From an optimization exercise on the open Yosys and OpenROAD flow, aimed at small area, a short achievable clock period and few clock cycles per item; shortcuts taken in it are not production practice.
Where RTL was checked, it was by simulation tests only, not by an equivalence proof against the original.
For run 5, only the layout was checked, not whether the RTL still works.
Power and IR drop assume default switching activity.

==> flow/design.v <==
`default_nettype none
package rv_m_pkg;
    localparam int unsigned xlen = 32;
    typedef enum logic [2:0] {
        op_mul    = 3'd0,   
        op_mulh   = 3'd1,   
        op_mulhsu = 3'd2,   
        op_mulhu  = 3'd3,   
        op_div    = 3'd4,
        op_divu   = 3'd5,
        op_rem    = 3'd6,
        op_remu   = 3'd7
    } muldiv_op_e;
    localparam int unsigned op_div_bit = 2;
endpackage
`default_nettype wire
`default_nettype none
package muldiv_pkg;
    typedef struct packed {
        logic [2:0]                   op;   
        logic [31:0]                  a;
        logic [31:0]                  b;
    } muldiv_req_t;
    typedef struct packed {
        logic [31:0]                  quotient;
        logic [31:0]                  remainder;
    } div_result_t;
    localparam int unsigned div_iterations = 32;
    localparam int unsigned mul_iterations = 32;
    typedef enum logic [1:0] {
        div_idle, div_init, div_divide, div_finish
    } div_state_e;
    typedef enum logic [1:0] {
        mul_idle, mul_run, mul_finish
    } mul_state_e;
    typedef enum logic [1:0] {
        seq_idle, seq_mul, seq_div
    } seq_state_e;
endpackage
`default_nettype wire
`timescale 1ns/1ps
`default_nettype none
module muldiv_unit (
    input  logic                           clk,
    input  logic                           reset,
    input  logic                           req,
    input  muldiv_pkg::muldiv_req_t        req_data,
    output logic                           busy,
    output logic                           result_valid,
    output logic [rv_m_pkg::xlen-1:0]      result
);
    function automatic logic [5:0] bitlen(input logic [31:0] v);
        logic [15:0] v16;
        logic [7:0]  v8;
        logic [3:0]  v4;
        logic [1:0]  v2;
        logic        z16, z8, z4, z2, z1;
        z16 = ~|v[31:16];
        v16 = z16 ? v[15:0] : v[31:16];
        z8  = ~|v16[15:8];
        v8  = z8 ? v16[7:0] : v16[15:8];
        z4  = ~|v8[7:4];
        v4  = z4 ? v8[3:0] : v8[7:4];
        z2  = ~|v4[3:2];
        v2  = z2 ? v4[1:0] : v4[3:2];
        z1  = ~v2[1];
        if (v == 32'b0)
            bitlen = 6'd0;
        else
            bitlen = 6'd32 - {1'b0, z16, z8, z4, z2, z1};
    endfunction
    logic s_idle, s_mstep, s_mfin, s_div1, s_dstep, s_dfin;
    logic [32:0]  x;        
    logic [31:0]  q;        
    logic [32:0]  d;        
    logic [4:0]   cnt;      
    logic [5:0]   la, lb;   
    logic         swp;      
    logic         first;    
    logic [2:0]   op;
    logic         a_neg;    
    logic         bz;       
    logic         triv;     
    logic         rv;
    logic [2:0]   r_op;
    logic [31:0]  r_a, r_b, r_as, r_bs;
    logic         r_div, r_a_signed, r_b_signed, r_swap;
    logic [7:0]   ta, tb;
    assign r_op = req_data.op;
    assign r_a  = req_data.a;
    assign r_b  = req_data.b;
    assign r_div      = r_op[2];
    assign r_a_signed = !(r_op[0] && (r_op[1] || r_op[2]));       
    assign r_b_signed = (r_op == 3'd0) || (r_op == 3'd1) || (r_op == 3'd4) || (r_op == 3'd6);
    assign r_as = r_a ^ {32{r_a_signed & r_a[31]}};
    assign r_bs = r_b ^ {32{r_b_signed & r_b[31]}};
    always_comb begin
        for (int i = 0; i < 8; i++) begin
            ta[i] = |(r_as >> (4 * i));
            tb[i] = |(r_bs >> (4 * i));
        end
    end
    assign r_swap = !r_div && |(ta & ~tb);
    logic [31:0] r_sm;
    logic        r_corr, r_triv;
    always_comb begin
        r_sm = r_as;
        for (int i = 1; i < 32; i = i * 2)
            r_sm = r_sm | (r_sm >> i);
    end
    assign r_corr = r_a_signed & r_a[31] & !(r_b_signed & r_b[31]);
    assign r_triv = (r_b == 32'b0)
                    || |(r_bs & ~(r_corr ? {r_sm[30:0], 1'b1} : r_sm));
    logic        is_rem, mul_lo, q_neg;
    logic [6:0]  kdiff;
    logic [4:0]  k;
    logic [5:0]  lm;
    logic [4:0]  mtgt;      
    logic        madd;      
    logic        m_last, d_last, fix;
    logic        finishing, accept;
    assign is_rem = op[1];
    assign mul_lo = (op[1:0] == 2'd0);
    assign q_neg  = a_neg ^ d[32];
    assign kdiff  = {1'b0, la} - {1'b0, lb} + {6'b0, a_neg & !d[32]};
    assign k      = kdiff[4:0];
    assign lm     = swp ? lb : la;
    assign madd   = lm[5];
    assign mtgt   = madd ? 5'd15 : lm[5:1];
    assign m_last = (cnt == mtgt);
    assign d_last = (cnt == 5'd0);
    assign fix    = is_rem && x[32] && a_neg;      
    assign finishing = s_mfin || (s_div1 && triv) || (s_dstep && d_last && !is_rem && !q_neg)
                       || (s_dfin && !fix);
    assign busy   = !(s_idle || finishing);
    assign accept = req && !busy;
    logic [34:0] add_a, add_b, sum, dx;
    logic        c_ax, c_aq, c_ainv, c_one, c_two, c_binv, c_cin;
    logic        ax, aq, ainv, bone, btwo, binv, cin;
    assign dx   = {{2{d[32]}}, d};
    assign ax   = c_ax;
    assign aq   = c_aq;
    assign ainv = c_ainv;
    assign bone = c_one;
    assign btwo = c_two;
    assign binv = c_binv;
    assign cin  = c_cin;
    assign add_a = (({{2{x[32]}}, x} & {35{ax}}) | ({3'b0, q} & {35{aq}})) ^ {35{ainv}};
    assign add_b = (({35{bone}} & dx) | ({35{btwo}} & {dx[33:0], 1'b0})) ^ {35{binv}};
    muldiv_add35 u_add (
        .a   (add_a),
        .b   (add_b),
        .cin (cin),
        .s   (sum)
    );
    logic [31:0] fh, fl;
    logic [4:0]  fs;
    logic [94:0] fsh;
    logic [32:0] fun;
    always_comb begin
        if (s_div1) begin
            fh = {d[32], d[32:2]};
            fl = {d[1:0], 30'b0};
            fs = k;
        end else if (mul_lo) begin
            fh = x[31:0];
            fl = q;
            fs = {mtgt[3:0], 1'b0};
        end else begin
            fh = {32{x[31]}};
            fl = x[31:0];
            fs = {mtgt[3:0], 1'b0};
        end
    end
    assign fsh = {31'b0, fh, fl} << fs;
    assign fun = fsh[62:30];
    logic n_mstep, n_mfin, n_div1, n_dstep, n_dfin, n_first;
    assign n_mstep = accept ? !r_div : (s_mstep && !m_last);
    assign n_mfin  = !accept && s_mstep && m_last;
    assign n_div1  = accept && r_div;
    assign n_dstep = !accept && ((s_div1 && !triv) || (s_dstep && !d_last));
    assign n_dfin  = !accept && ((s_dstep && d_last && !finishing) || (s_dfin && fix));
    assign n_first = accept;
    logic [2:0] bt;
    logic       nb_one, nb_two, nb_neg;
    logic       f_one, f_two, f_neg;       
    logic       nx32;                        
    logic       r_a_neg;
    always_comb begin
        bt = first ? x[3:1] : q[3:1];
        nb_one = bt[1] ^ bt[0];
        nb_two = (bt == 3'b011) || (bt == 3'b100);
        nb_neg = bt[2];
    end
    assign f_one   = r_swap ? r_b[0] : r_a[0];
    assign f_two   = r_swap ? (r_b[1] & !r_b[0]) : (r_a[1] & !r_a[0]);
    assign f_neg   = r_swap ? r_b[1] : r_a[1];
    assign r_a_neg = r_a_signed && r_a[31];
    assign nx32    = sum[32];
    logic k_ax, k_aq, k_ainv, k_one, k_two, k_binv, k_cin;
    logic k_mstep, k_mfin, k_dstep, k_dfin;
    assign k_mstep = s_mstep && !m_last;
    assign k_mfin  = s_mstep && m_last;
    assign k_dstep = (s_div1 && !triv) || (s_dstep && !d_last);
    assign k_dfin  = (s_dstep && d_last && !finishing) || (s_dfin && fix);
    assign k_ax    = k_mstep || k_mfin || k_dstep || (k_dfin && is_rem);
    assign k_aq    = k_dfin && !is_rem;
    assign k_ainv  = k_dfin && (!is_rem || (!nx32 && a_neg));
    assign k_one   = (k_mstep && nb_one) || k_mfin || k_dstep || (k_dfin && is_rem && nx32);
    assign k_two   = k_mstep && nb_two;
    assign k_binv  = (k_mstep && nb_neg) || (k_dstep && (nx32 ~^ d[32]))
                     || (k_dfin && is_rem && nx32 && d[32]);
    assign k_cin   = (k_mstep && nb_neg) || (k_dstep && (nx32 ~^ d[32]))
                     || (k_dfin && (!is_rem || (nx32 ? d[32] : a_neg)));
    always_ff @(posedge clk) begin
        if (accept) begin
            c_ax   <= r_div;
            c_aq   <= 1'b0;
            c_ainv <= r_div && r_a_neg;
            c_one  <= !r_div && f_one;
            c_two  <= !r_div && f_two;
            c_binv <= !r_div && f_neg;
            c_cin  <= r_div ? r_a_neg : f_neg;
        end else begin
            c_ax   <= k_ax;
            c_aq   <= k_aq;
            c_ainv <= k_ainv;
            c_one  <= k_one;
            c_two  <= k_two;
            c_binv <= k_binv;
            c_cin  <= k_cin;
        end
    end
    always_ff @(posedge clk) begin
        if (reset) begin
            s_idle  <= 1'b1;
            s_mstep <= 1'b0;
            s_mfin  <= 1'b0;
            s_div1  <= 1'b0;
            s_dstep <= 1'b0;
            s_dfin  <= 1'b0;
            rv      <= 1'b0;
        end else begin
            rv      <= finishing;
            s_idle  <= !accept && (s_idle || finishing);
            s_mstep <= n_mstep;
            s_mfin  <= n_mfin;
            s_div1  <= n_div1;
            s_dstep <= n_dstep;
            s_dfin  <= n_dfin;
        end
    end
    logic [32:0] ld_x, ld_d, x_n, d_n;
    logic [31:0] q_n;
    logic        x_en, d_en, q_en;
    logic        q_sum, q_fun, q_tx, q_t1;
    assign ld_x = r_swap ? {r_b_signed & r_b[31], r_b} : {r_a_signed & r_a[31], r_a};
    assign ld_d = r_swap ? {r_a_signed & r_a[31], r_a} : {r_b_signed & r_b[31], r_b};
    assign x_en = accept || s_mstep || s_div1 || s_dstep || s_dfin;
    assign x_n  = ({33{s_mstep}} & sum[34:2])
                | ({33{(s_div1 || s_dstep || s_dfin) && !accept}} & sum[32:0])
                | ({33{accept}} & ld_x);
    assign d_en = accept || s_div1 || (s_dstep && !d_last);
    assign d_n  = ({33{accept}} & ld_d)
                | ({33{s_div1 && !accept}} & fun)
                | ({33{s_dstep && !accept}} & {d[32], d[32:1]});
    assign q_sum = (s_mfin && madd) || s_dfin;
    assign q_fun = s_mfin && !madd;
    assign q_tx  = s_div1 && triv && is_rem;
    assign q_t1  = s_div1 && triv && !is_rem && bz;
    assign q_en  = s_mstep || s_mfin || s_div1 || s_dstep || s_dfin;
    assign q_n   = ({32{q_sum}} & sum[31:0])
                 | ({32{q_fun}} & fun[31:0])
                 | ({32{s_mstep && first}}  & {sum[1:0], x[31:2]})
                 | ({32{s_mstep && !first}} & {sum[1:0], q[31:2]})
                 | ({32{s_dstep}} & {q[30:0], !sum[32]})
                 | ({32{q_tx}} & x[31:0])
                 | {32{q_t1}};
    always_ff @(posedge clk) begin
        if (x_en) x <= x_n;
        if (d_en) d <= d_n;
        if (q_en) q <= q_n;
    end
    always_ff @(posedge clk) begin
        if (accept) begin
            op      <= r_op;
            swp     <= r_swap;
            first   <= 1'b1;
            a_neg   <= r_div & r_a_signed & r_a[31];
            bz      <= (r_b == 32'b0);
            triv    <= r_triv;
            la      <= bitlen(r_as);
            lb      <= bitlen(r_bs);
            cnt     <= 5'd0;
        end else begin
            if (s_mstep) begin
                first <= 1'b0;
                cnt   <= cnt + 5'd1;
            end
            if (s_div1)
                cnt <= k;
            if (s_dstep)
                cnt <= cnt - 5'd1;
        end
    end
    assign result_valid = rv;
    assign result       = q;
endmodule
module muldiv_add35 (
    input  logic [34:0] a,
    input  logic [34:0] b,
    input  logic        cin,
    output logic [34:0] s
);
    assign s = a + b + {34'b0, cin};
endmodule
`default_nettype wire
==> flow/flow/run.sh <==
#!/bin/bash
# Standard layout, with small fast buffers on the ports instead of ORFS's default
# port buffer. ORFS's own logs stay under orfs/logs; make's output goes to standard.log.
set -euo pipefail
export BUFFER_PORTS_ARGS="-buffer_cell sky130_fd_sc_hd__buf_2"
bash standard.sh > standard.log 2>&1
==> flow/standard.sh <==
#!/bin/bash
# synth_recipe.tcl (not shown) runs the flow's synth.tcl, then flattens the netlist and writes it again
# the make line also repeats each setting of config.mk as NAME=value (left out here)
make -C /OpenROAD-flow-scripts/flow DESIGN_CONFIG=/design/flow/config.mk WORK_HOME=/design/flow/orfs CLKGATE_MAP_FILE= SYNTH_SCRIPT=/design/flow/synth_recipe.tcl "${@:-finish}"
==> flow/config.mk <==
export PLATFORM = sky130hd
export DESIGN_NAME = muldiv_unit
export DESIGN_NICKNAME = muldiv_unit
export VERILOG_FILES = /design/flow/design.v
export SDC_FILE = /design/flow/constraint.sdc
export NUM_CORES = 4
export LEC_CHECK = 0
export CAP_MARGIN = 20
export CORE_MARGIN = 2
export CORE_UTILIZATION = 40
export SETUP_SLACK_MARGIN = 0.7
export SLEW_MARGIN = 20
export SYNTH_HIERARCHICAL = 1
export SYNTH_MINIMUM_KEEP_SIZE = 0
==> flow/constraint.sdc <==
create_clock -name core_clock -period 5.0 [get_ports {clk}]
set_input_delay 1.0000 -clock core_clock [delete_from_list [all_inputs] [get_ports {clk}]]
set_output_delay 1.0000 -clock core_clock [all_outputs]
set_load 0.01 [all_outputs]
==> flow_summary_export.csv, run 1 <==
group,metric,value,unit
global_route,antenna_found_initial,3,
status,status,"finished clean",
pwr,power_density,317.3,mW/mm^2
die,dieArea,0.04668,mm^2
timing,worst_pin_slew,1103,ps
global_route,grt_start_max_net_pins,76,
synthesis,synthXorXnorAreaFrac,0.06330,
die,core-area,0.04432,mm^2
timing,whs,593.4,ps
detailed_routing,wl_per_cell,31.47,um
clock_tree,clk_pin_slew,70,ps
worst_setup_path,required,5200,ps
pwr,vdd_drop_max,0.2714,mV
timing,fin_crit_sh,0.8539,
timing,setup_viol,0,
detailed_routing,drc,0,
detailed_routing,viasPerCell,7.053,
synthesis,synthMuxAreaShare,0.1377,
detailed_routing,drtIter0Drc,2610,
worst_setup_path,crit_end,"q[21]",
timing,hold_viol,0,
timing,rsz0062_at_grt,"yes",
min_path,hp-class,"flip-flop to flip-flop",
clock_tree,root_buffer,"clkbuf_16",
global_route,gr-total-overflow,0,
synthesis,syn_area,0.01799,mm^2
worst_setup_path,crit_path_end_kind,"flip-flop",
timing,period_minus_slack,4269,ps
clock_tree,cts_tree,"built",
synthesis,ys_seq_area_frac,0.2159,
timing,timing.setup.tns,0,ps
timing,layout_setup_ws,730.6,ps
placement,place_ws,525.0,ps
timing,fmax,234.2,MHz
synthesis,synthSimpleGateAreaFrac,0.1708,
synthesis,synth-seq-cells,136,
die,start_util,0.4059,
detailed_routing,routed_wl,88710,um
clock_tree,cts.path.max_buffers,2,
die,fp.dieH,216.1,um
pwr,power.total,0.006293,W
placement,place.gp.congestion,1.041,
cells_and_area,mostFrequentLayoutCells,"nand2_1 (214), mux2i_1 (147), o21ai_0 (132)",
detailed_routing,vias,19880,
worst_setup_path,startpoint_type,"flip-flop",
placement,port_buffers,103,
detailed_routing,first_pass_iters,6,
timing,drv_slew,0,
worst_setup_path,rrSetupSlack,730,ps
cells_and_area,drive_gt1_frac,0.1712,
global_route,grt_pass1_vias,18620,
pwr,p_leak,7.523,nW
synthesis,synthFlopType,"edfxtp_1",
synthesis,ys.warnings.count,7,
clock_tree,clkLatencyLatePin,460,ps
worst_setup_path,crit_fanout,19,
worst_setup_path,worst_r2r_path_depth,16,
synthesis,synth_edf_count,116,
synthesis,synth_top_family_by_area,"compound AO/OA/AOI/OAI gates",
clock_tree,cts_buffers,17,
worst_setup_path,critical_path_class,"flip-flop to flip-flop",
synthesis,async_flop_share,0,
global_route,grt_usage,0.3674,
cells_and_area,fin_nets,2332,
clock_tree,cts_sinks,136,
placement,hpwl,68370,um
run,maxCapViolations,0,
die,rows,77,
worst_setup_path,crit_path_start,"d[32]",
synthesis,syn_avg_cell_area,8.096,um^2
synthesis,synthCells,2222,
clock_tree,cts_hold_buf,0,
synthesis,synth_fa_ha_area_frac,0.03533,
synthesis,syn_nets,2341,
synthesis,yosysUniqueCellTypes,99,
worst_setup_path,rr_endpoint,"q[21]",
global_route,grt_pass1_wl,128000,um
cells_and_area,syn_to_final_growth,10.26,%
detailed_routing,antenna_left,0,
die,die_w,216.1,um
synthesis,synth_compound_area_frac,0.3137,
worst_setup_path,rr_startpoint,"d[32]",
timing,fin_worst_skew,14.50,ps
worst_setup_path,worstPathArrival,4470,ps
clock_tree,htree_levels,4,
timing,slew_headroom,0.2616,
cells_and_area,layout_commonest_cell,"nand2_1",
die,ios,104,
-- worst min path at each step --
stage	from	end	slack, ps	cells after the start
final	s_idle	s_idle	590	2
after global routing	s_idle	s_idle	640	2
after CTS	s_idle	s_idle	590	2
after detailed placement	s_idle	s_idle	580	2
after global placement	s_idle	s_idle	560	2
after floorplan	s_idle	s_idle	520	2
-- repair_timing --
item / 4_1_cts / 5_1_grt
pin swaps: 0 / 4
endpoints found under the hold margin: 0 / 0
endpoints found under the setup margin: 28 / 46
setup buffers: 0 / 3
gates cloned: 0 / 1
resized for setup: 4 / 29
-- Yosys stat by module (local to each module, per instance) --
| module | copies in the design | area (um^2) | flops+latches |
|---|---|---|---|
| muldiv_add35 | 1 | 1997 | 0 |
| muldiv_unit | 1 | 15990 | 136 |
-- cell usage after synthesis, types with 35 or more instances --
master	instances	area (um^2)
nand2_1	216	810.8
clkbuf_1	157	589.3
mux2i_1	149	1491
o21ai_0	139	695.7
edfxtp_1	116	3483
a21oi_1	114	570.6
xnor2_1	110	963.4
nand3_1	103	515.5
a22oi_1	99	743.2
nor2_1	83	311.6
o211ai_1	58	435.4
mux2_2	54	608.1
a221o_1	50	500.5
ha_1	46	575.6
nor3_1	44	220.2
inv_1	43	161.4
a221oi_1	38	332.8
a211o_1	35	306.5
a211oi_1	35	262.8
-- layer usage --
metal | GRT usage | up-vias | routed length [um]
met5 | 0 | - | 10
met3 | 0.05586 | 206 | 8301
li1 | - | 8664 | -
met2 | 0.5764 | 1239 | 39520
met1 | 0.4943 | 9772 | 36360
met4 | 0.1774 | 2 | 4512
-- worst max-delay path, stage by stage (launching register included) --
cell and delay [ps]:
edfxtp_1 410, inv_1 80, ha_1 140, inv_1 40
ha_1 260, inv_1 40, ha_2 180, fa_1 530
nand2_1 120, o31ai_4 210, buf_4 410, a211o_1 150
o21ai_0 270, mux2i_2 370, nand2b_1 160, a31oi_1 200
a221o_1 410
-- sequential cells by signal, indices dropped and copies added (netlist names), 2 cells and up --
name	count
lb	6
cnt	5
q	32
x	33
op	2
la	6
d	33
-- area by class of cell --
| class | instances | area [um^2] |
|---|---|---|
| clock inverter | 13 | 131.4 |
| tap | 592 | 740.7 |
| inverter | 46 | 177.7 |
| antenna | 1 | 2.502 |
| sequential | 136 | 3894 |
| fill | 4488 | 24480 |
| timing repair buffer | 199 | 1300 |
| multi-input combinational | 1813 | 13140 |
| clock buffer | 19 | 452.9 |
-- power breakdown --
group / switching [W] / internal (W) / total (W)
registers: 0.000248 / 0.00139 / 0.00164
clock network: 0.000596 / 0.000725 / 0.00132
logic: 0.00217 / 0.00116 / 0.00333
total: 0.00302 / 0.00328 / 0.00629
-- cells by family (layout without fill, tap and decap cells) --
kind of cell	count (synthesis)	in the layout
DFF	136	136
adders and majority gates	49	49
other	0	1
and+or+nand+nor	624	625
buffers and inverters	274	277
xor gates and xnor gates	130	130
AOI/OAI and AO/OA	786	786
muxes	223	223
-- through the flow --
stage	util	cells	area, um^2
6_report	0.4475	2819	19830
2_1_floorplan	-	2222	17990
3_3_place_gp	0.4313	2782	19110
5_1_grt	0.4475	2818	19830
4_1_cts	0.4447	2814	19710
3_5_place_dp	0.4313	2782	19110
Testbench counts, summed over its fixed seeds: cycles 18,461, ops 2,400.
==> run 2, diff against run 1 <==
--- a/flow/design.v
+++ b/flow/design.v
@@ -123,5 +123,5 @@
     assign mul_lo = (op[1:0] == 2'd0);
     assign q_neg  = a_neg ^ d[32];
-    assign kdiff  = {1'b0, la} - {1'b0, lb} + {6'b0, a_neg & !d[32]};
+    assign kdiff  = {1'b0, la} - {1'b0, lb};
     assign k      = kdiff[4:0];
     assign lm     = swp ? lb : la;
@@ -290,5 +290,5 @@
             bz      <= (r_b == 32'b0);
             triv    <= r_triv;
-            la      <= bitlen(r_as);
+            la      <= bitlen((r_div && r_corr) ? {r_as[30:0], 1'b1} : r_as);
             lb      <= bitlen(r_bs);
             cnt     <= 5'd0;
--- a/flow/config.mk
+++ b/flow/config.mk
@@ -8,6 +8,7 @@
 export CAP_MARGIN = 20
 export CORE_MARGIN = 2
-export CORE_UTILIZATION = 40
-export SETUP_SLACK_MARGIN = 0.7
+export CORE_UTILIZATION = 45
+export CTS_BUF_LIST = sky130_fd_sc_hd__clkbuf_4 sky130_fd_sc_hd__clkbuf_8
+export SETUP_SLACK_MARGIN = 1.3
 export SLEW_MARGIN = 20
 export SYNTH_HIERARCHICAL = 1
==> run 2 against run 1 <==
Wire length is 0.62% lower. Critical path depth stayed put. Clock-buffer cell count is 2 lower. Combinational power is 12% higher. Sequential power hardly changed. Register-to-register slack better by 490 ps. Global-route usage is 2.4 points higher. Clock power is 29% lower. Synthesized cell count is 3.7% higher. Largest cell class unchanged. Largest power group unchanged.
==> flow_summary_export.csv, run 2 <==
group,metric,value,unit
synthesis,synth_top_family_by_area,"compound AO/OA/AOI/OAI gates",
clock_tree,cts_buffers,17,
clock_tree,cts.path.max_buffers,2,
detailed_routing,first_pass_iters,8,
cells_and_area,final_area,0.02202,mm^2
synthesis,synth_common_cells,"nand2_1 (274), mux2i_1 (188), clkbuf_1 (151)",
cells_and_area,fin_nets,2475,
worst_setup_path,crit_fanout,8,
synthesis,synthMuxAreaShare,0.1647,
die,fp.dieH,206.9,um
pwr,power_density,285.9,mW/mm^2
clock_tree,clk_pin_slew,100,ps
detailed_routing,drc,0,
timing,fin_worst_skew,20.81,ps
global_route,antenna_found_initial,0,
pwr,p_leak,8.526,nW
pwr,power.total,0.006296,W
clock_tree,cts_sinks,136,
detailed_routing,wl_per_cell,30.35,um
synthesis,synth_compound_area_frac,0.2846,
clock_tree,clkLatencyLatePin,520,ps
run,maxCapViolations,0,
cells_and_area,final_util,0.5404,
timing,timing.setup.tns,0,ps
timing,fin_crit_sh,0.7550,
cells_and_area,mostFrequentLayoutCells,"nand2_1 (267), mux2i_1 (144), buf_4 (126)",
cells_and_area,multi_input_area,0.01477,mm^2
cells_and_area,nFillCells,3856,
placement,hpwl,62110,um
synthesis,synth_top_area_share,0.1880,
placement,placed_cell_area,0.01945,mm^2
synthesis,yosys-top-cells-area,"edfxtp_1 (19%), mux2i_1 (10%), mux2_2 (6.1%)",
synthesis,syn_area,0.01853,mm^2
synthesis,async_flop_share,0,
die,core-area,0.04074,mm^2
worst_setup_path,critical_path_class,"flip-flop to flip-flop",
synthesis,synthFlopType,"edfxtp_1",
synthesis,synth_largest_area_cell,"edfxtp_1",
synthesis,ys.warnings.count,7,
placement,port_buffers,103,
timing,worst_pin_slew,1143,ps
cells_and_area,syn_to_final_growth,18.80,%
worst_setup_path,worstPathArrival,4010,ps
cells_and_area,drive_gt1_frac,0.2693,
timing,hold_viol,0,
synthesis,ys_seq_area_frac,0.2096,
global_route,grt_start_max_net_pins,76,
die,dieArea,0.04282,mm^2
synthesis,synthXorXnorAreaFrac,0.06758,
detailed_routing,antenna_left,0,
clock_tree,htree_levels,4,
pwr,vdd_drop_max,0.1566,mV
cells_and_area,regArea,0.003904,mm^2
synthesis,synth_edf_count,116,
synthesis,syn_nets,2420,
timing,rsz0062_at_grt,"yes",
cells_and_area,antenna_cells,0,
timing,slew_headroom,0.2354,
clock_tree,cts_tree,"built",
worst_setup_path,startpoint_type,"flip-flop",
global_route,grt_pass1_wl,124400,um
timing,period_minus_slack,3775,ps
detailed_routing,vias,20980,
synthesis,synth_fa_ha_area_frac,0.03160,
die,ios,104,
clock_tree,root_buffer,"clkbuf_8",
worst_setup_path,required,5240,ps
clock_tree,cts_hold_buf,0,
placement,place.gp.congestion,1.022,
synthesis,synth.most_common_cell,"nand2_1",
synthesis,synth-seq-cells,136,
die,die_w,206.9,um
detailed_routing,viasPerCell,7.221,
timing,drv_slew,0,
synthesis,synthSimpleGateAreaFrac,0.1807,
status,status,"finished clean",
detailed_routing,drtIter0Drc,3083,
global_route,gr-total-overflow,0,
worst_setup_path,crit_path_end_kind,"flip-flop",
min_path,hp-class,"flip-flop to flip-flop",
cells_and_area,layout_commonest_cell,"nand2_1",
synthesis,yosysUniqueCellTypes,106,
global_route,grt_usage,0.3910,
cells_and_area,reg_top3,"d (33), x (33), q (32)",
synthesis,synthCells,2305,
timing,setup_viol,0,
synthesis,syn_avg_cell_area,8.040,um^2
detailed_routing,routed_wl,88160,um
die,start_util,0.4549,
die,rows,74,
global_route,grt_pass1_vias,19170,
timing,fmax,264.9,MHz
run 2: per-module statistics from Yosys (local to each module, per instance):
module,flops+latches,times used
muldiv_unit,136,1
muldiv_add35,0,1
run 2: worst paths after layout:
check / start / to / slack, ps / cells past startpoint
max: c_ax / q[0] / 1220 / 16
min: s_idle / s_idle / 530 / 2
max reg2reg: c_ax / q[0] / 1220 / 16
min reg2reg: s_idle / s_idle / 530 / 2
run 2: cell families after synthesis:
family                     Yosys count
muxes                              290
buffers and inverters              271
DFF                                136
AOI/OAI and AO/OA                  735
xor gates and xnor gates           143
adders and majority gates           45
and+or+nand+nor                    685
run 2: area by class of cell:
| type | count | share of cell area |
|---|---|---|
| multi-input cells | 1904 | 0.6710 |
| flip-flops and latches | 136 | 0.1773 |
| repair buffers | 262 | 0.09712 |
| well taps | 532 | 0.03023 |
| clock buffers | 17 | 0.01063 |
| inverters | 38 | 0.006876 |
| clock inverters | 15 | 0.006535 |
| repair inverters | 1 | 0.0003410 |
run 2: timing repair:
item	in CTS	in global routing
gates cloned	8	6
gates resized for setup	88	190
buffers inserted	31	53
pin swaps	13	65
endpoints found under the setup margin	140	130
run 2: power breakdown:
part / total [W] / switching, W / internal (W)
Clock: 0.000943 / 0.000542 / 0.000401
Sequential: 0.00164 / 0.000241 / 0.00140
Combinational: 0.00372 / 0.00222 / 0.00150
run 2: routing by layer:
| metal | share of wire | GRT usage |
|---|---|---|
| met1 | 0.38 | 0.5137 |
| met2 | 0.44 | 0.6042 |
| met3 | 0.11 | 0.07755 |
| met4 | 0.068 | 0.2107 |
| met5 | 0 | 0 |
run 2: stage by stage:
step | instances | setup slack [ps] | hold slack (ps)
after floorplan | 2305 | 1155 | 486.8
after global placement | 2775 | 406.5 | 489.0
after global routing | 2905 | 1150 | 586.2
after CTS | 2846 | 1147 | 523.5
after detailed placement | 2775 | 353.8 | 502.0
final | 2905 | 1225 | 525.6
run 2: worst max-delay path, stage by stage (launching register included):
cell,delay (ps)
dfxtp_4,470
buf_12,170
a22oi_1,110
xnor2_1,310
ha_4,270
a21oi_2,200
o21ai_1,140
a211o_1,320
nor3_2,210
nand2_2,130
a41oi_2,260
xnor2_2,140
buf_6,160
inv_2,30
a221o_1,310
a221oi_2,160
o21ai_1,90
Testbench counts of run 2, summed over its fixed seeds: cycles 18,461, ops 2,400.
==> run 3, diff against run 2 <==
--- a/flow/config.mk
+++ b/flow/config.mk
@@ -8,7 +8,7 @@
 export CAP_MARGIN = 20
 export CORE_MARGIN = 2
-export CORE_UTILIZATION = 45
+export CORE_UTILIZATION = 50
 export CTS_BUF_LIST = sky130_fd_sc_hd__clkbuf_4 sky130_fd_sc_hd__clkbuf_8
-export SETUP_SLACK_MARGIN = 1.3
+export SETUP_SLACK_MARGIN = 1.0
 export SLEW_MARGIN = 20
 export SYNTH_HIERARCHICAL = 1
==> run 3 against run 2 <==
Still clean on timing, DRC and antenna. Fmax decreased by 4.8%. Die area shrank 9.8%. Combinational power shrank 15%. Total power decreased by 7.2%. Global-route usage grew 1.8 points. Critical path type unchanged. Largest cell class unchanged.
==> flow_summary_export.csv, run 3 <==
group,metric,value,unit
status,status,"finished clean",
cells_and_area,layout_commonest_cell,"nand2_1",
worst_setup_path,worst_r2r_path_depth,13,
pwr,power_density,288.4,mW/mm^2
cells_and_area,multi_input_area,0.01378,mm^2
global_route,grt_start_max_net_pins,65,
die,ios,104,
detailed_routing,drtIter0Drc,2569,
die,die_w,196.5,um
detailed_routing,drc,0,
synthesis,async_flop_share,0,
detailed_routing,first_pass_iters,8,
clock_tree,cts_buffers,17,
synthesis,syn_area,0.01853,mm^2
detailed_routing,vias,19910,
clock_tree,clkLatencyLatePin,520,ps
timing,fin_crit_sh,0.7933,
timing,period_minus_slack,3966,ps
detailed_routing,viasPerCell,7.172,
pwr,combPwrFrac,0.540,
die,fp.dieH,196.5,um
synthesis,synth.most_common_cell,"nand2_1",
worst_setup_path,crit_fanout,21,
global_route,grt_usage,0.4092,
synthesis,synth_top_area_share,0.1880,
cells_and_area,reg_top3,"d (33), x (33), q (32)",
clock_tree,htree_levels,4,
synthesis,syn_nets,2420,
worst_setup_path,required,5250,ps
cells_and_area,regArea,0.003899,mm^2
timing,hold_viol,0,
die,start_util,0.5074,
synthesis,synth_largest_area_cell,"edfxtp_1",
pwr,pwr-share-seq,0.279,
cells_and_area,drive_gt1_frac,0.1924,
pwr,swShare,0.4701,
detailed_routing,wl_per_cell,28.97,um
clock_tree,clk_pin_slew,110,ps
timing,rsz0062_at_grt,"yes",
synthesis,yosysUniqueCellTypes,106,
worst_setup_path,startpoint_type,"flip-flop",
placement,place.gp.congestion,1.028,
cells_and_area,fin_nets,2410,
die,rows,70,
min_path,worstHoldPathCells,2,
run,maxCapViolations,0,
clock_tree,cts_hold_buf,0,
pwr,clock_power_share,0.181,
clock_tree,cts_sinks,136,
timing,timing.setup.tns,0,ps
clock_tree,cts_tree,"built",
placement,dpl.cell_count,2715,
timing,drv_slew,0,
cells_and_area,nFillCells,3481,
cells_and_area,final_area,0.02027,mm^2
synthesis,ys.warnings.count,7,
placement,port_buffers,103,
timing,slew_headroom,0.2531,
worst_setup_path,critical_path_class,"flip-flop to flip-flop",
cells_and_area,mostFrequentLayoutCells,"nand2_1 (272), mux2i_1 (184), o21ai_0 (137)",
min_path,hp-class,"flip-flop to flip-flop",
global_route,antenna_found_initial,0,
synthesis,synth_edf_count,116,
placement,placed_cell_area,0.01932,mm^2
cells_and_area,fin_cells,2776,
die,core-area,0.03652,mm^2
placement,hpwl,61410,um
synthesis,yosys-top-cells-area,"edfxtp_1 (19%), mux2i_1 (10%), mux2_2 (6.1%)",
worst_setup_path,crit_path_end_kind,"flip-flop",
synthesis,ys_seq_area_frac,0.2096,
global_route,grt_pass1_vias,18970,
synthesis,synth-seq-cells,136,
global_route,gr-total-overflow,0,
synthesis,synthFlopType,"edfxtp_1",
pwr,power.total,0.005845,W
pwr,power.internal,0.003097,W
timing,fin_worst_skew,25.07,ps
pwr,vdd_drop_max,0.1914,mV
cells_and_area,syn_to_final_growth,9.351,%
cells_and_area,final_util,0.5549,
detailed_routing,routed_wl,80430,um
global_route,grt_pass1_wl,120100,um
pwr,p_switching,0.002748,W
pwr,p_leak,7.949,nW
timing,setup_viol,0,
timing,fmax,252.1,MHz
die,dieArea,0.03862,mm^2
cells_and_area,antenna_cells,0,
timing,worst_pin_slew,1120,ps
synthesis,synthCells,2305,
clock_tree,cts.path.max_buffers,2,
clock_tree,root_buffer,"clkbuf_8",
detailed_routing,antenna_left,0,
worst_setup_path,worstPathArrival,4210,ps
synthesis,synth_common_cells,"nand2_1 (274), mux2i_1 (188), clkbuf_1 (151)",
synthesis,syn_avg_cell_area,8.040,um^2
-- run 3: cell count changes in the layout (fill, tap and decap cells not counted), sizes merged, moves of 2 or more --
| cell | before | now |
|---|---|---|
| buf | 253 | 203 |
| bufbuf | 3 | 0 |
| bufinv | 1 | 3 |
| clkbuf | 23 | 19 |
| clkinvlp | 7 | 5 |
| inv | 41 | 39 |
| o21a | 21 | 19 |
| o21ai | 156 | 154 |
-- run 3: per-module statistics from Yosys (local to each module, per instance) --
| module | flops+latches | area (um^2) | copies in the design | cells inside |
|---|---|---|---|---|
| muldiv_unit | 136 | 16540 | 1 | 2017 |
| muldiv_add35 | 0 | 1997 | 1 | 288 |
-- run 3: worst paths after layout --
| kind | from | to | slack (ps) |
|---|---|---|---|
| min reg2reg | cnt[4] | cnt[4] | 530 |
| min | cnt[4] | cnt[4] | 530 |
| max reg2reg | lb[0] | d[21] | 1030 |
| max | lb[0] | d[21] | 1030 |
-- run 3: metal layers --
metal	global-route usage	routed length (um)	up-vias
met5	0	0	-
met3	0.06400	7950	228
met2	0.6438	35880	1222
li1	-	-	8821
met4	0.2029	4362	0
met1	0.5469	32230	9639
-- run 3: metrics by stage --
step	setup slack [ps]	hold slack, ps
4_1_cts	979.7	535.3
6_report	1034	534.6
2_1_floorplan	1017	486.8
5_1_grt	837.1	580.8
3_3_place_gp	557.3	490.0
3_5_place_dp	462.3	512.4
-- run 3: power by group through the flow --
stage                     clock network, W  logic, W  registers (W)
after floorplan                          0   0.00201        0.00152
after global placement                   0   0.00288        0.00164
after detailed placement                 0   0.00290        0.00164
after CTS                          0.00106   0.00299        0.00161
after global routing               0.00109   0.00333        0.00164
final                              0.00106   0.00316        0.00163
-- run 3: layout make-up --
class	count	area share
repair buffers	204	0.07100
well taps	468	0.02889
inverters	38	0.007038
clock inverters	14	0.008644
flip-flops and latches	136	0.1924
clock buffers	18	0.01192
multi-input cells	1898	0.6801
-- run 3: critical path, cell delays in order (launching register included) --
cell	delay, ps
edfxtp_1	500
ha_2	230
inv_1	50
fa_1	480
nand2_1	90
o31ai_4	150
buf_12	180
buf_4	310
mux2_2	380
mux2i_1	170
mux2i_1	180
mux2i_1	400
o21ai_0	230
a221o_1	320
-- run 3: kinds of logic after synthesis --
group                    Yosys count  share of synthesized area
AO/OA/AOI/OAI                    735                     0.2846
AND/OR/NAND/NOR                  685                     0.1807
multiplexers                     290                     0.1647
buffers and inverters            271                    0.06130
XOR/XNOR                         143                    0.06758
flip-flops                       136                     0.2096
adder cells (fa/ha/maj)           45                    0.03160
-- run 3: repair_timing --
item / CTS / global route
pin swaps: 6 / 10
resized for setup: 19 / 48
endpoints found under the setup margin: 33 / 70
buffers inserted: 13 / 16
==> run 4, diff against run 3 <==
--- a/flow/config.mk
+++ b/flow/config.mk
@@ -8,5 +8,5 @@
 export CAP_MARGIN = 20
 export CORE_MARGIN = 2
-export CORE_UTILIZATION = 50
+export CORE_UTILIZATION = 45
 export CTS_BUF_LIST = sky130_fd_sc_hd__clkbuf_4 sky130_fd_sc_hd__clkbuf_8
 export SETUP_SLACK_MARGIN = 1.0
==> run 4 against run 3 <==
Worst setup slack got worse by 25 ps. Still clean on timing, DRC and antenna. Wire length increased by 3.0%. Fmax decreased by 0.62%.
==> flow_summary_export.csv, run 4 <==
group,metric,value,unit
status,status,"finished clean",
worst_setup_path,crit_path_top_delay_cell,"edfxtp_1",
global_route,gr-total-overflow,0,
min_path,worstHoldPathCells,2,
clock_tree,clk_pin_slew,90,ps
global_route,grt_usage,0.3787,
worst_setup_path,rr_endpoint,"d[22]",
synthesis,async_flop_share,0,
clock_tree,root_buffer,"clkbuf_8",
synthesis,synth_common_cells,"nand2_1 (274), mux2i_1 (188), clkbuf_1 (151)",
timing,fmax,250.6,MHz
timing,fin_crit_sh,0.7982,
worst_setup_path,crit_family,"multiplexers",
worst_setup_path,path_buf_inv,2,
timing,drv_slew,0,
timing,rsz0062_at_grt,"yes",
worst_setup_path,worstPathArrival,4270,ps
global_route,grt_pass1_vias,19010,
cells_and_area,regArea,0.003899,mm^2
synthesis,syn_avg_cell_area,8.040,um^2
pwr,swShare,0.4681,
die,fp.dieH,206.9,um
synthesis,yosysUniqueCellTypes,106,
die,core-area,0.04074,mm^2
synthesis,synth.most_common_cell,"nand2_1",
cells_and_area,fin_nets,2404,
detailed_routing,routed_wl,82810,um
detailed_routing,wl_per_cell,29.21,um
worst_setup_path,crit_chain,"ha_1 -> inv_1 -> fa_1 -> nand2_1 -> o31ai_4 -> buf_12 -> mux2_2 -> mux2i_1 -> mux2i_1 -> mux2i_2 -> o21ai_0 -> a221o_1",
synthesis,synth_top_area_share,0.1880,
pwr,pwr-share-seq,0.273,
worst_setup_path,required,5280,ps
cells_and_area,multi_input_area,0.01380,mm^2
worst_setup_path,crit_fanout,22,
min_path,hp-class,"flip-flop to flip-flop",
worst_setup_path,worst_r2r_path_depth,12,
global_route,grt_start_max_net_pins,76,
die,start_util,0.4549,
worst_setup_path,crit_path_end_kind,"flip-flop",
pwr,p_switching,0.002805,W
global_route,antenna_found_initial,1,
detailed_routing,drtIter0Drc,2887,
pwr,p_leak,8.025,nW
pwr,power_density,293.5,mW/mm^2
synthesis,synth-seq-cells,136,
worst_setup_path,max_stage_delay,520,ps
synthesis,synthCells,2305,
synthesis,ys.warnings.count,7,
clock_tree,clkLatencyLatePin,530,ps
timing,period_minus_slack,3991,ps
detailed_routing,first_pass_iters,9,
synthesis,synthFlopType,"edfxtp_1",
timing,hold_viol,0,
synthesis,synth_largest_area_cell,"edfxtp_1",
pwr,clock_power_share,0.195,
cells_and_area,nFillCells,3981,
timing,timing.setup.tns,0,ps
cells_and_area,reg_top3,"d (33), x (33), q (32)",
worst_setup_path,startpoint_type,"flip-flop",
clock_tree,cts_tree,"built",
synthesis,yosys-top-cells-area,"edfxtp_1 (19%), mux2i_1 (10%), mux2_2 (6.1%)",
synthesis,syn_nets,2420,
worst_setup_path,cpMostUsedCell,"mux2i_1",
timing,worst_pin_slew,1138,ps
detailed_routing,viasPerCell,7.160,
clock_tree,cts_hold_buf,0,
pwr,vdd_drop_max,0.1640,mV
detailed_routing,vias,20300,
timing,slew_headroom,0.2382,
cells_and_area,mostFrequentLayoutCells,"nand2_1 (270), mux2i_1 (175), o21ai_0 (134)",
clock_tree,cts.path.max_buffers,2,
timing,fin_worst_skew,23.78,ps
die,die_w,206.9,um
cells_and_area,syn_to_final_growth,10.14,%
clock_tree,htree_levels,4,
min_path,min_from,"s_idle",
placement,hpwl,60980,um
run,maxCapViolations,0,
synthesis,syn_area,0.01853,mm^2
clock_tree,cts_buffers,17,
synthesis,synth_edf_count,116,
placement,port_buffers,103,
detailed_routing,antenna_left,0,
cells_and_area,layout_commonest_cell,"nand2_1",
worst_setup_path,critical_path_class,"flip-flop to flip-flop",
worst_setup_path,rr_startpoint,"lb[0]",
pwr,combPwrFrac,0.532,
timing,setup_viol,0,
clock_tree,cts_sinks,136,
global_route,grt_pass1_wl,121400,um
worst_setup_path,rrSetupSlack,1010,ps
die,dieArea,0.04282,mm^2
cells_and_area,fin_cells,2835,
cells_and_area,drive_gt1_frac,0.1890,
die,rows,74,
pwr,power.internal,0.003187,W
synthesis,ys_seq_area_frac,0.2096,
placement,dpl.cell_count,2768,
min_path,hold_path_end,"s_idle",
placement,place.gp.congestion,1.029,
die,ios,104,
detailed_routing,drc,0,
[run 4: power groups by stage]
stage | Sequential (W) | Combinational [W] | Clock, W
2_1_floorplan | 0.00152 | 0.00201 | 0
3_3_place_gp | 0.00164 | 0.00291 | 0
3_5_place_dp | 0.00164 | 0.00293 | 0
4_1_cts | 0.00161 | 0.00298 | 0.00117
5_1_grt | 0.00164 | 0.00333 | 0.00120
6_report | 0.00163 | 0.00319 | 0.00117
[run 4: worst reg2reg max path, cell delays in order, from the launching register on]
cell      delay [ps]
edfxtp_1         520
ha_1             230
inv_1             60
fa_1             480
nand2_1          120
o31ai_4          260
buf_12           290
mux2_2           380
mux2i_1          230
mux2i_1          220
mux2i_2          370
o21ai_0          260
a221o_1          330
[run 4: worst max-delay path by stage]
stage | startpoint | to | slack, ps | cells past startpoint
after floorplan | c_ainv | q[0] | 1020 | 17
after CTS | d[0] | q[0] | 950 | 18
after global placement | req_data[63] | la[1] | 620 | 12
final | lb[0] | d[22] | 1010 | 12
after detailed placement | req_data[63] | la[1] | 570 | 12
after global routing | c_one | q[0] | 920 | 16
[run 4: layout make-up]
cell class,instances,area share
Tap cell,532,0.03261
Inverter,38,0.007172
Clock inverter,15,0.01159
Multi-Input combinational cell,1900,0.6760
Sequential cell,136,0.1910
Antenna cell,1,0.0001226
Timing Repair Buffer,196,0.07000
Clock buffer,17,0.01146
[run 4: layer usage]
layer	share of wire	vias to the layer above	track usage
met2	0.43	1482	0.5705
met1	0.39	9710	0.5056
met4	0.066	0	0.2437
li1	-	8816	-
met3	0.11	290	0.05651
met5	0	-	0
[run 4: Yosys stat by module, one instance, submodules excluded]
module	copies in the design	flops+latches
muldiv_unit	1	136
muldiv_add35	1	0
[run 4: cells by family (layout without fill, tap and decap cells)]
| logic type | Yosys count | count (layout) | synth area share |
|---|---|---|---|
| adders and majority gates | 45 | 45 | 0.03160 |
| DFF | 136 | 136 | 0.2096 |
| other | 0 | 1 | 0 |
| xor gates and xnor gates | 143 | 143 | 0.06758 |
| muxes | 290 | 290 | 0.1647 |
| and+or+nand+nor | 685 | 685 | 0.1807 |
| buffers and inverters | 271 | 266 | 0.06130 |
| AOI/OAI and AO/OA | 735 | 737 | 0.2846 |
[run 4: per-stage QoR]
stage                     power (W)  instance area, um^2  setup slack, ps  utilization  hold slack (ps)
after detailed placement   0.004565                19400            571.7       0.4762            511.2
after CTS                  0.005766                20030            949.4       0.4917            533.6
final                      0.005992                20410             1009       0.5010            523.8
after global placement     0.004551                19400            621.6       0.4762            490.4
after floorplan            0.003530                18530             1017            -            486.8
after global routing       0.006171                20410            915.6       0.5010            591.2
[run 4: repair_timing]
item | in CTS | in global routing
cloned | 2 | 2
buffers inserted | 9 | 21
endpoints found under the hold margin | 0 | 0
gates resized for setup | 11 | 49
pin swaps | 3 | 8
endpoints found under the setup margin | 39 | 77
==> run 5, diff against run 4 <==
--- a/flow/design.v
+++ b/flow/design.v
@@ -253,9 +253,8 @@
     logic [32:0] ld_x, ld_d, x_n, d_n;
     logic [31:0] q_n;
-    logic        x_en, d_en, q_en;
+    logic        d_en;
     logic        q_sum, q_fun, q_tx, q_t1;
     assign ld_x = r_swap ? {r_b_signed & r_b[31], r_b} : {r_a_signed & r_a[31], r_a};
     assign ld_d = r_swap ? {r_a_signed & r_a[31], r_a} : {r_b_signed & r_b[31], r_b};
-    assign x_en = accept || s_mstep || s_div1 || s_dstep || s_dfin;
     assign x_n  = ({33{s_mstep}} & sum[34:2])
                 | ({33{(s_div1 || s_dstep || s_dfin) && !accept}} & sum[32:0])
@@ -269,5 +268,4 @@
     assign q_tx  = s_div1 && triv && is_rem;
     assign q_t1  = s_div1 && triv && !is_rem && bz;
-    assign q_en  = s_mstep || s_mfin || s_div1 || s_dstep || s_dfin;
     assign q_n   = ({32{q_sum}} & sum[31:0])
                  | ({32{q_fun}} & fun[31:0])
@@ -278,7 +276,7 @@
                  | {32{q_t1}};
     always_ff @(posedge clk) begin
-        if (x_en) x <= x_n;
+        x <= x_n;
         if (d_en) d <= d_n;
-        if (q_en) q <= q_n;
+        q <= q_n;
     end
     always_ff @(posedge clk) begin
==> run 5 against run 4 <==
Still clean. Via count is 1.3% lower. Synthesized cell count shrank 1.2%. Design area decreased by 5.2%. Sequential power down 8%.
==> flow_summary_export.csv, run 5 <==
group,metric,value,unit
synthesis,yosysUniqueCellTypes,103,
placement,port_buffers,103,
detailed_routing,wl_met1,32710,um
worst_setup_path,worst_r2r_path_depth,16,
worst_setup_path,crit_path_end_kind,"flip-flop",
die,start_util,0.4571,
timing,fin_worst_skew,15.31,ps
cells_and_area,drive_gt1_frac,0.1989,
min_path,hp-class,"flip-flop to flip-flop",
cells_and_area,nFillCells,3881,
global_route,grt_start_max_net_pins,126,
synthesis,syn_nets,2391,
synthesis,ys_seq_area_frac,0.1822,
timing,period_minus_slack,3962,ps
global_route,grt_pass1_wl,121400,um
detailed_routing,drtIter0Drc,2915,
worst_setup_path,rr_startpoint,"c_binv",
synthesis,syn_area,0.01775,mm^2
detailed_routing,wl_per_cell,30.18,um
synthesis,synthFlopType,"dfxtp_1",
detailed_routing,drc,0,
detailed_routing,dr_wl_met3,9770,um
worst_setup_path,rr_endpoint,"c_cin",
clock_tree,cts_buffers,17,
clock_tree,clk_pin_slew,90,ps
detailed_routing,dr.max_layer_used,"met5",
synthesis,async_flop_share,0,
cells_and_area,final_util,0.4986,
synthesis,synth_top_area_share,0.09588,
global_route,grt_pass1_vias,18610,
worst_setup_path,rrSetupSlack,1040,ps
die,die_w,202.6,um
cells_and_area,mostFrequentLayoutCells,"nand2_1 (257), a21oi_1 (147), mux2i_1 (137)",
die,ios,104,
worst_setup_path,crit_chain,"buf_12 -> xnor2_1 -> ha_2 -> a21oi_1 -> o21ai_1 -> a211o_1 -> nor3_1 -> nand2_1 -> a41oi_2 -> xnor2_1 -> buf_4 -> xor2_1 -> o22ai_1 -> a31oi_1 -> nor2_1 -> or3_1",
clock_tree,clkLatencyLatePin,510,ps
placement,place_ws,553.7,ps
timing,fmax,252.4,MHz
min_path,min_from,"s_idle",
synthesis,synth_edf_count,51,
status,status,"finished clean",
pwr,power.internal,0.002619,W
timing,setup_viol,0,
synthesis,ys.warnings.count,7,
cells_and_area,fin_nets,2368,
cells_and_area,syn_to_final_growth,9.088,%
worst_setup_path,crit_path_top_delay_cell,"dfxtp_4",
global_route,antenna_found_initial,6,
pwr,pwr-share-seq,0.298,
timing,timing.setup.tns,0,ps
die,rows,72,
detailed_routing,dr_wl_met2,35980,um
timing,slew_headroom,0.2055,
worst_setup_path,startpoint_type,"flip-flop",
placement,place.gp.congestion,1.059,
clock_tree,root_buffer,"clkbuf_8",
global_route,gr-total-overflow,0,
cells_and_area,layout_commonest_cell,"nand2_1",
pwr,p_switching,0.002430,W
timing,layout_setup_ws,1038,ps
die,core-area,0.03883,mm^2
worst_setup_path,max_stage_delay,430,ps
global_route,grt_usage,0.3922,
worst_setup_path,cpMostUsedCell,"xnor2_1",
synthesis,synthCells,2277,
min_path,hold_path_end,"s_idle",
timing,rsz0062_at_grt,"yes",
die,fp.dieH,202.6,um
timing,fin_crit_sh,0.7924,
synthesis,syn_avg_cell_area,7.794,um^2
synthesis,synth_common_cells,"nand2_1 (259), a21oi_1 (151), clkbuf_1 (149)",
pwr,swShare,0.4814,
worst_setup_path,critical_path_class,"flip-flop to flip-flop",
placement,hpwl,62120,um
synthesis,synth-seq-cells,136,
cells_and_area,fin_cells,2787,
worst_setup_path,worstPathArrival,4360,ps
run,maxCapViolations,0,
synthesis,synth.most_common_cell,"nand2_1",
synthesis,synth_largest_area_cell,"dfxtp_1",
synthesis,yosys-top-cells-area,"dfxtp_1 (9.6%), edfxtp_1 (8.6%), mux2i_1 (8.1%)",
clock_tree,cts.path.max_buffers,2,
timing,worst_pin_slew,1187,ps
detailed_routing,routed_wl,84100,um
clock_tree,cts_sinks,136,
die,dieArea,0.04104,mm^2
detailed_routing,antenna_left,0,
worst_setup_path,crit_fanout,24,
timing,drv_slew,0,
pwr,combPwrFrac,0.504,
detailed_routing,viasPerCell,7.192,
worst_setup_path,required,5390,ps
pwr,power_density,260.8,mW/mm^2
detailed_routing,first_pass_iters,7,
cells_and_area,reg_top3,"d (33), x (33), q (32)",
timing,hold_viol,0,
worst_setup_path,crit_path_start,"c_binv",
pwr,vdd_drop_max,0.1735,mV
clock_tree,cts_tree,"built",
pwr,clock_power_share,0.198,
pwr,p_leak,7.531,nW
placement,dpl.cell_count,2733,
min_path,worstHoldPathCells,2,
clock_tree,htree_levels,4,
detailed_routing,vias,20040,
[run 5: cell count changes in the layout (fill, tap and decap cells not counted), sizes merged, moves of 19 or more]
cell / before / now
a211oi: 35 / 58
a21oi: 127 / 154
a22oi: 97 / 72
dfxtp: 20 / 85
edfxtp: 116 / 51
mux2: 100 / 81
mux2i: 190 / 144
nand3: 98 / 49
nor2: 94 / 116
o21ai: 155 / 128
o221a: 0 / 21
or3b: 1 / 20
[run 5: per-module statistics from Yosys, one instance, submodules excluded]
module        cells  flip-flops and latches  copies in the design
muldiv_unit    1989                     136                     1
muldiv_add35    288                       0                     1
[run 5: layer usage]
metal,track usage,up-vias
met3,0.08283,320
met1,0.5123,9580
li1,-,8728
met2,0.5958,1410
met4,0.2310,6
met5,0,-
[run 5: stage by stage]
stage	area [um^2]	hold WS (ps)	total power, W
after floorplan	17750	495.6	0.003004
after global placement	18600	491.3	0.003861
after detailed placement	18600	508.1	0.003868
after CTS	19040	533.5	0.004867
after global routing	19350	563.4	0.005201
final	19360	527.8	0.005049
[run 5: worst max path at each step]
stage	endpoint	slack, ps	depth (start not counted)
global placement	lb[0]	580	11
CTS	c_cin	990	18
floorplan	c_cin	1100	18
finish	c_cin	1040	16
global route	c_cin	840	20
detailed placement	lb[0]	550	11
[run 5: cells by family after synthesis]
family          synth area share
compound gates            0.3326
xor+xnor                 0.06514
fa+ha+maj                0.03229
buf+inv                  0.06930
flops                     0.1822
mux                       0.1409
simple gates              0.1775
[run 5: what timing repair did]
item / in CTS / in global routing
buffers inserted: 0 / 16
hold buffers: 0 / 0
endpoints found under the setup margin: 31 / 72
cloned: 1 / 2
hold endpoints to repair: 0 / 0
resized for setup: 7 / 37
pin swaps: 0 / 5
[run 5: cell type report]
cell class,instances,area [um^2],share of cell area
antenna,2,5.005,0.0002585
clock buffer,17,234.0,0.01209
clock inverter,15,156.4,0.008079
inverter,45,168.9,0.008725
multi-input combinational,1858,13510,0.6979
sequential,136,3257,0.1682
tap,518,648.1,0.03348
timing repair buffer,196,1380,0.07129
[run 5: worst max-delay path, delay by kind of cell, from the launching register on]
family	cells	cell delay, ps
buffers and inverters	2	400
XOR/XNOR	3	650
flip-flops	1	430
AND/OR/NAND/NOR	4	690
AO/OA/AOI/OAI	6	1230
adder cells (fa/ha/maj)	1	420
[run 5: power groups by stage]
stage / clock [W] / combinational (W) / sequential [W]
after global routing: 0.00104 / 0.00267 / 0.00150
final: 0.000999 / 0.00255 / 0.00150
after CTS: 0.00100 / 0.00239 / 0.00148
after detailed placement: 0 / 0.00236 / 0.00150
after global placement: 0 / 0.00235 / 0.00151
after floorplan: 0 / 0.00163 / 0.00137
==> run 6, diff against run 5 <==
--- a/flow/design.v
+++ b/flow/design.v
@@ -81,5 +81,4 @@
     logic         a_neg;    
     logic         bz;       
-    logic         triv;     
     logic         rv;
     logic [2:0]   r_op;
@@ -102,14 +101,6 @@
     end
     assign r_swap = !r_div && |(ta & ~tb);
-    logic [31:0] r_sm;
-    logic        r_corr, r_triv;
-    always_comb begin
-        r_sm = r_as;
-        for (int i = 1; i < 32; i = i * 2)
-            r_sm = r_sm | (r_sm >> i);
-    end
+    logic        r_corr;
     assign r_corr = r_a_signed & r_a[31] & !(r_b_signed & r_b[31]);
-    assign r_triv = (r_b == 32'b0)
-                    || |(r_bs & ~(r_corr ? {r_sm[30:0], 1'b1} : r_sm));
     logic        is_rem, mul_lo, q_neg;
     logic [6:0]  kdiff;
@@ -125,4 +116,6 @@
     assign kdiff  = {1'b0, la} - {1'b0, lb};
     assign k      = kdiff[4:0];
+    logic        triv;
+    assign triv   = bz || kdiff[6];
     assign lm     = swp ? lb : la;
     assign madd   = lm[5];
@@ -287,5 +280,4 @@
             a_neg   <= r_div & r_a_signed & r_a[31];
             bz      <= (r_b == 32'b0);
-            triv    <= r_triv;
             la      <= bitlen((r_div && r_corr) ? {r_as[30:0], 1'b1} : r_as);
             lb      <= bitlen(r_bs);
==> run 6 against run 5 <==
Non-clock buffer count down 10. Sequential power about the same. Register-to-register slack worse by 90 ps. Worst setup slack worse by 86 ps. Total power down 2.6%. Clock skew up 11 ps. Hold slack better by 91 ps. Via count down 3.2%. Design area down 2.4%. Synthesized cell count down 3.3%.
==> flow_summary_export.csv, run 6 <==
group,metric,value,unit
placement,hpwl,63720,um
synthesis,ys.warnings.count,7,
status,status,"finished clean",
die,dieArea,0.03989,mm^2
global_route,grt_pass1_wl,120000,um
die,core-area,0.03767,mm^2
synthesis,ys_seq_area_frac,0.1858,
global_route,busiest_layer,"met2",
synthesis,synth_top_area_share,0.09870,
global_route,grt_use_met2,0.6232,
synthesis,async_flop_share,0,
global_route,grt_use_met3,0.08115,
synthesis,syn_nets,2317,
timing,slew_headroom,0.2345,
worst_setup_path,worst_r2r_path_depth,13,
synthesis,syn_avg_cell_area,7.833,um^2
worst_setup_path,startpoint_type,"flip-flop",
cells_and_area,drive_gt1_frac,0.1831,
synthesis,synth_common_cells,"nand2_1 (175), clkbuf_1 (173), a21oi_1 (171)",
worst_setup_path,required,5200,ps
worst_setup_path,path_buf_inv,3,
worst_setup_path,crit_chain,"ha_4 -> inv_1 -> fa_1 -> xor2_1 -> nor2_1 -> buf_4 -> nor2_4 -> buf_4 -> mux2i_1 -> mux2i_1 -> mux2i_1 -> a221oi_1 -> a31oi_1",
cells_and_area,nFillCells,3845,
timing,timing.setup.tns,0,ps
synthesis,synth-seq-cells,135,
clock_tree,cts.path.max_buffers,2,
timing,hold_viol,0,
min_path,hp-class,"flip-flop to flip-flop",
detailed_routing,routed_wl,82550,um
placement,port_buffers,103,
pwr,p_leak,6.853,nW
run,maxCapViolations,0,
global_route,grt_usage,0.4073,
worst_setup_path,crit_path_top_delay_cell,"edfxtp_1",
clock_tree,cts_tree,"built",
worst_setup_path,cpMostUsedCell,"mux2i_1",
synthesis,synth.most_common_cell,"nand2_1",
detailed_routing,wl_per_cell,30.56,um
die,start_util,0.4577,
detailed_routing,drc,0,
cells_and_area,layout_commonest_cell,"nand2_1",
worst_setup_path,max_stage_delay,590,ps
global_route,grt_pass1_vias,18080,
pwr,power_density,260.4,mW/mm^2
die,die_w,199.7,um
cells_and_area,reg_top3,"d (33), x (33), q (32)",
cells_and_area,mostFrequentLayoutCells,"nand2_1 (175), a21oi_1 (166), o21ai_0 (156)",
die,fp.dieH,199.7,um
clock_tree,cts_sinks,135,
synthesis,synth_largest_area_cell,"dfxtp_1",
synthesis,yosysUniqueCellTypes,96,
timing,rsz0062_at_grt,"yes",
placement,place.gp.congestion,1.055,
cells_and_area,fin_nets,2293,
min_path,worstHoldPathCells,2,
worst_setup_path,worstPathArrival,4250,ps
synthesis,syn_area,0.01724,mm^2
detailed_routing,viasPerCell,7.183,
timing,fmax,247.0,MHz
timing,period_minus_slack,4048,ps
detailed_routing,antenna_left,0,
timing,drv_slew,0,
worst_setup_path,cp_num_cells,13,
global_route,gr-usage-met1,0.5607,
die,rows,71,
synthesis,synthFlopType,"dfxtp_1",
detailed_routing,drtIter0Drc,2606,
cells_and_area,antenna_cells,0,
worst_setup_path,critical_path_class,"flip-flop to flip-flop",
synthesis,synth_edf_count,50,
worst_setup_path,crit_fanout,27,
synthesis,yosys-top-cells-area,"dfxtp_1 (9.9%), edfxtp_1 (8.7%), mux2i_1 (8.0%)",
pwr,vdd_drop_max,0.2049,mV
cells_and_area,final_util,0.5016,
die,ios,104,
worst_setup_path,crit_family,"multiplexers",
timing,worst_pin_slew,1147,ps
detailed_routing,first_pass_iters,8,
clock_tree,cts_buffers,17,
clock_tree,clk_pin_slew,100,ps
clock_tree,clkLatencyLatePin,490,ps
global_route,gr-total-overflow,0,
clock_tree,root_buffer,"clkbuf_8",
worst_setup_path,crit_path_end_kind,"flip-flop",
clock_tree,cts_hold_buf,0,
cells_and_area,syn_to_final_growth,9.580,%
clock_tree,htree_levels,4,
synthesis,synthCells,2201,
timing,fin_crit_sh,0.8096,
timing,fin_worst_skew,26.36,ps
detailed_routing,vias,19400,
global_route,antenna_found_initial,1,
timing,setup_viol,0,
global_route,grt_start_max_net_pins,77,
==> run 6: cell count changes in the layout (fill, tap and decap cells not counted), sizes merged, moves of 20 or more <==
cell / delta
o221a: -20
a222oi: -29
a221o: -27
mux2: -45
nor2: -40
nand2: -86
o21ai: +43
nand3: +23
a211oi: -23
a22oi: +25
mux4: +21
o211ai: +75
==> run 6: final cells by class <==
type / instances / area [um^2] / area share
multi-input cells: 1793 / 13250 / 0.7014
flip-flops and latches: 135 / 3228 / 0.1709
repair buffers: 186 / 1217 / 0.06444
well taps: 511 / 639.4 / 0.03384
clock buffers: 17 / 234.0 / 0.01238
inverters: 44 / 170.2 / 0.009007
clock inverters: 15 / 152.6 / 0.008080
==> run 6: final timing paths <==
kind / startpoint / to / slack [ps]
worst min register to register: x[19] / q[19] / 620
worst max register to register: lb[0] / d[1] / 950
worst min-delay path: x[19] / q[19] / 620
worst max-delay path: lb[0] / d[1] / 950
==> run 6: repair_timing <==
item	4_1_cts	5_1_grt
gates cloned	1	1
pin swaps	1	6
buffers inserted	3	8
endpoints found under the setup margin	46	72
resized for setup	17	52
==> run 6: kinds of logic after synthesis <==
kind of cell               after synthesis  synth area share
muxes                                  201            0.1389
buffers and inverters                  274           0.06314
and+or+nand+nor                        538            0.1598
DFF                                    135            0.1858
AOI/OAI and AO/OA                      880            0.3531
xor gates and xnor gates               127           0.06452
adders and majority gates               46           0.03469
==> run 6: power breakdown <==
| group | switching (W) | internal [W] | total, W |
|---|---|---|---|
| registers | 0.000259 | 0.00126 | 0.00152 |
| clock network | 0.000524 | 0.000444 | 0.000968 |
| logic | 0.00153 | 0.000906 | 0.00243 |
| total | 0.00231 | 0.00261 | 0.00492 |
==> run 6: metal layers <==
layer  wire length (um)  vias to the layer above
met5                  0                        -
met4               3936                        0
met3               9201                      208
met2              35790                     1300
met1              33620                     9343
li1                   -                     8550
==> run 6: worst min-delay path: cells and delay by family (launching register included) <==
kind            cells  cell delay (ps)
flops               1              320
buf+inv             1              150
compound gates      1              150
==> run 6: through the flow <==
stage	instances	hold slack (ps)	cell area (um^2)	power, W	worst slack, ps
after global routing	2701	639.1	18890	0.005098	974.1
after global placement	2656	606.4	18110	0.003772	365.6
after CTS	2692	614.1	18600	0.004753	977.8
final	2701	619.2	18890	0.004920	951.9
after floorplan	2201	487.5	17240	0.002967	1218
after detailed placement	2656	597.2	18110	0.003778	436.3
==> run 6: per-module statistics from Yosys (local to each module, per instance) <==
module	flip-flops and latches	cells inside	cell area, um^2
muldiv_add35	0	288	1997
muldiv_unit	135	1913	15240
Testbench counts of run 6, summed over its fixed seeds: cycles 18,461, ops 2,400.

-- separate check: timing with driven ports --
The results above use ideal ports. As a check the final layouts listed here were re-extracted and re-timed, cells and wires unchanged.
Step 1 sets driving cells, clkbuf_16 on the clock port and buf_2 on the other inputs (assumed; they add their load-dependent delay and slew).
Step 2 times the ports against the registers' clock, not the clock port: input delays grow and output delays shrink by t, the midpoint of the rising clock arrivals with the driver on.
a / b / c = no drivers / after step 1 / after step 2; a / b = the first two.
run	shift t [ns]	slack for setup (ns)	hold slack, ns	worst setup path after step 2	worst register clock-pin slew, ns
run 1	0.510	0.731 / 0.731 / 0.425	0.593 / 0.593 / 0.593	input to register	0.07 / 0.07
run 2	0.554	1.225 / 1.225 / 0.807	0.526 / 0.526 / 0.526	input to register	0.10 / 0.10
run 3	0.551	1.034 / 1.034 / 0.625	0.535 / 0.535 / 0.535	input to register	0.11 / 0.11
run 4	0.565	1.009 / 1.009 / 0.564	0.524 / 0.524 / 0.524	input to register	0.11 / 0.11
run 5	0.546	1.038 / 1.038 / 0.512	0.528 / 0.528 / 0.528	input to register	0.10 / 0.10
run 6	0.532	0.952 / 0.952 / 0.610	0.619 / 0.619 / 0.619	input to register	0.10 / 0.10
After both steps setup and hold are still met in every run listed. For run 5, which loses most, drivers alone change the setup slack by 0.000 ns; drivers and shift together by -0.526 ns.
